This is an optimization exercise on Yosys and OpenROAD, whose aim is small area and a short achievable clock period, not a production implementation. The RTL was checked by simulation tests, not by an equivalence proof against the original design. No activity file was given, so power comes from the tool's default toggle rates.

// punc_mem_responder
module punc_mem_responder
#(
    parameter int                DEPTH_LOG2  = 8,
    parameter int                WAIT_CYCLES = 1,
    parameter logic [WORD_W-1:0] DSR_ADDR    = DSR_ADDR_DEF,
    parameter logic [WORD_W-1:0] DDR_ADDR    = DDR_ADDR_DEF
) (
    input  logic              clk,
    input  logic              rst,
    input  logic              req_valid,
    output logic              req_ready,
    input  logic              req_we,
    input  logic [WORD_W-1:0] req_addr,
    input  logic [WORD_W-1:0] req_wdata,
    output logic              rsp_valid,
    output logic [WORD_W-1:0] rsp_rdata,
    output logic              rsp_err,
    input  logic              load_en,
    input  logic [WORD_W-1:0] load_addr,
    input  logic [WORD_W-1:0] load_data,
    output logic              io_tx_valid,
    output logic [WORD_W-1:0] io_tx_data,
    input  logic              io_tx_ready
);
    localparam int DEPTH  = 1 << DEPTH_LOG2;
    logic idle_q, wait_q, hold_q, resp_q;
    logic req_ready_q;   
    logic                  in_ram_q;     
    logic                  dsr_rd_q;
  ...
Size: ~4,400 flip-flops, roughly 110 I/O pins.
clock: 6.0 ns
lec_check: 0
abc_clock_period_in_ps: 2500
cap_margin: 20
cell_pad_in_sites_detail_placement: 0
cell_pad_in_sites_global_placement: 0
core_margin: 2
core_utilization: 65
cts_cluster_diameter: 60
cts_cluster_size: 30
place_density: 0.75
setup_slack_margin: 3.4
slew_margin: 20
synth_hierarchical: 1
standard.sh (not shown) runs the stock make flow with config.mk's settings and CLKGATE_MAP_FILE= SYNTH_SCRIPT=/design/flow/synth_recipe.tcl, a recipe that flattens the netlist after the stock synthesis.
==> flow/flow/run.sh <==
#!/bin/bash
# Own layout flow: the standard ORFS flow (standard.sh) with three
# changes to how the layout is made:
#  - the resizer may change a cell's footprint when it repairs timing;
#  - the port buffers are buf_4 rather than the delay cells buffer_ports
#    picks by default;
set -euo pipefail
bash standard.sh MATCH_CELL_FOOTPRINT=0 \
  "BUFFER_PORTS_ARGS=-buffer_cell sky130_fd_sc_hd__buf_4" \
  "CTS_ARGS=-sink_clustering_enable -repair_clock_nets -sink_clustering_size 30 -sink_clustering_max_diameter 60 -dont_use_dummy_load" \
  finish > standard_flow.log 2>&1
Change:
--- a/flow/design.v
+++ b/flow/design.v
@@ -185,54 +185,53 @@
             hold_q        <= 1'b0;
             resp_q        <= 1'b0;
             io_tx_valid_q <= 1'b0;
         end else begin
             idle_q        <= (idle_q && !req_valid) || resp_q;
             req_ready_q   <= (req_ready_q && !req_valid) || resp_q;
             wait_q        <= idle_q && req_valid;
             hold_q        <= to_hold || (hold_q && !tx_load);
             resp_q        <= (wait_q && !to_hold) || (hold_q && tx_load);
             io_tx_valid_q <= (io_tx_valid_q && !io_tx_ready) || tx_load;
         end
     end
-    assign wr_en = pre_wr_q || (ram_wr_q && !rst);
+    assign wr_en = pre_wr_q || (wait_q && ram_wr_q && !rst);
     always_ff @(posedge clk) begin
         pre_wr_q <= !rst && idle_q && !req_valid && load_en &&
                     (load_addr[WORD_W-1:DEPTH_LOG2] == '0);
     end
+    logic [DEPTH_LOG2-1:0] cap_addr;
+    assign cap_addr = req_valid ? req_addr[DEPTH_LOG2-1:0] : load_addr[DEPTH_LOG2-1:0];
     localparam int PD_W = DEPTH_LOG2 / 2;
     localparam int PD_N = 1 << PD_W;
     logic [PD_N-1:0]  lo_n, hi_n;
     logic [DEPTH-1:0] sel_d, dec_lo_n, dec_hi_n;
     always_comb begin
         for (int i = 0; i < PD_N; i++) begin
-            lo_n[i] = req_valid ? !(req_addr[PD_W-1:0] == PD_W'(i))
-                                : !(load_addr[PD_W-1:0] == PD_W'(i));
-            hi_n[i] = req_valid ? !(req_addr[DEPTH_LOG2-1:PD_W] == PD_W'(i))
-                                : !(load_addr[DEPTH_LOG2-1:PD_W] == PD_W'(i));
+            lo_n[i] = !(cap_addr[PD_W-1:0] == PD_W'(i));
+            hi_n[i] = !(cap_addr[DEPTH_LOG2-1:PD_W] == PD_W'(i));
         end
         for (int w = 0; w < DEPTH; w++) begin
             dec_lo_n[w] = lo_n[w % PD_N];
             dec_hi_n[w] = hi_n[w / PD_N];
         end
     end
     punc_mem_nor2 #(.N (DEPTH)) u_dec (
         .a (dec_lo_n), .b (dec_hi_n), .y (sel_d)
     );
     always_ff @(posedge clk) begin
         in_ram_q <= (req_addr[WORD_W-1:DEPTH_LOG2] == '0);
         dsr_rd_q <= (req_addr == DSR_ADDR) && !req_we;
         ddr_wr_q <= (req_addr == DDR_ADDR) && req_we;
-        ram_wr_q <= !rst && idle_q && req_valid && req_we &&
-                    (req_addr[WORD_W-1:DEPTH_LOG2] == '0);
+        ram_wr_q <= (req_addr[WORD_W-1:DEPTH_LOG2] == '0) && req_we;
         sel_q <= sel_d;
         if (idle_q) begin
             wdata_q <= req_valid ? req_wdata : load_data;
         end
     end
     always_ff @(posedge clk) begin
         rsp_rdata_q <= ram_rd_data & {WORD_W{in_ram_q}};
         rsp_rdata_q[WORD_W-1] <= (ram_rd_data[WORD_W-1] && in_ram_q) ||
                                  (acc_dsr && !io_tx_valid_q);
         rsp_err_q <= wait_q && acc_err;
         if (tx_load) begin
             io_tx_data_q <= wdata_q;
Outcome: Sequential cell count is unchanged. Clock power barely changes. Global-route usage is higher by 0.94 points. Maximum frequency came out higher by 4.1%. Cell area is higher by 0.38%. Area after synthesis barely changes. Synthesized cell count stays flat. Clock skew hardly moves. Worst hold slack is better by 0.035 ns. Count of clock-buffer cells in the layout came out higher by 1. Sequential power stays flat.

## afterwards: timing with drivers on the ports
In the flow no input, the clock included, has a driving cell. The finished layouts below were timed again as built, in two steps. Step 1 sets driving cells, clkbuf_16 on the clock port and buf_2 on the other inputs (assumed; they add their load-dependent delay and slew). Step 2 times the ports against the registers' clock, not the clock port: input delays grow and output delays shrink by t, the midpoint of the rising clock arrivals with the driver on. Three values: ideal, step 1, step 2; two values: the first two.
run | shift t [ns] | slack for setup (ns) | worst register clock-pin slew, ns | worst data-port slew with drivers (ns)
the first run | 0.982 | 3.060 / 3.060 / 2.195 | 0.12 / 0.12 | 0.06
the second run | 0.979 | 3.176 / 3.091 / 2.233 | 0.12 / 0.12 | 0.19
After both steps every run listed still meets setup and hold. The setup slack of the second run, which loses most, moves by -0.085 ns with the drivers and by -0.943 ns with both steps.
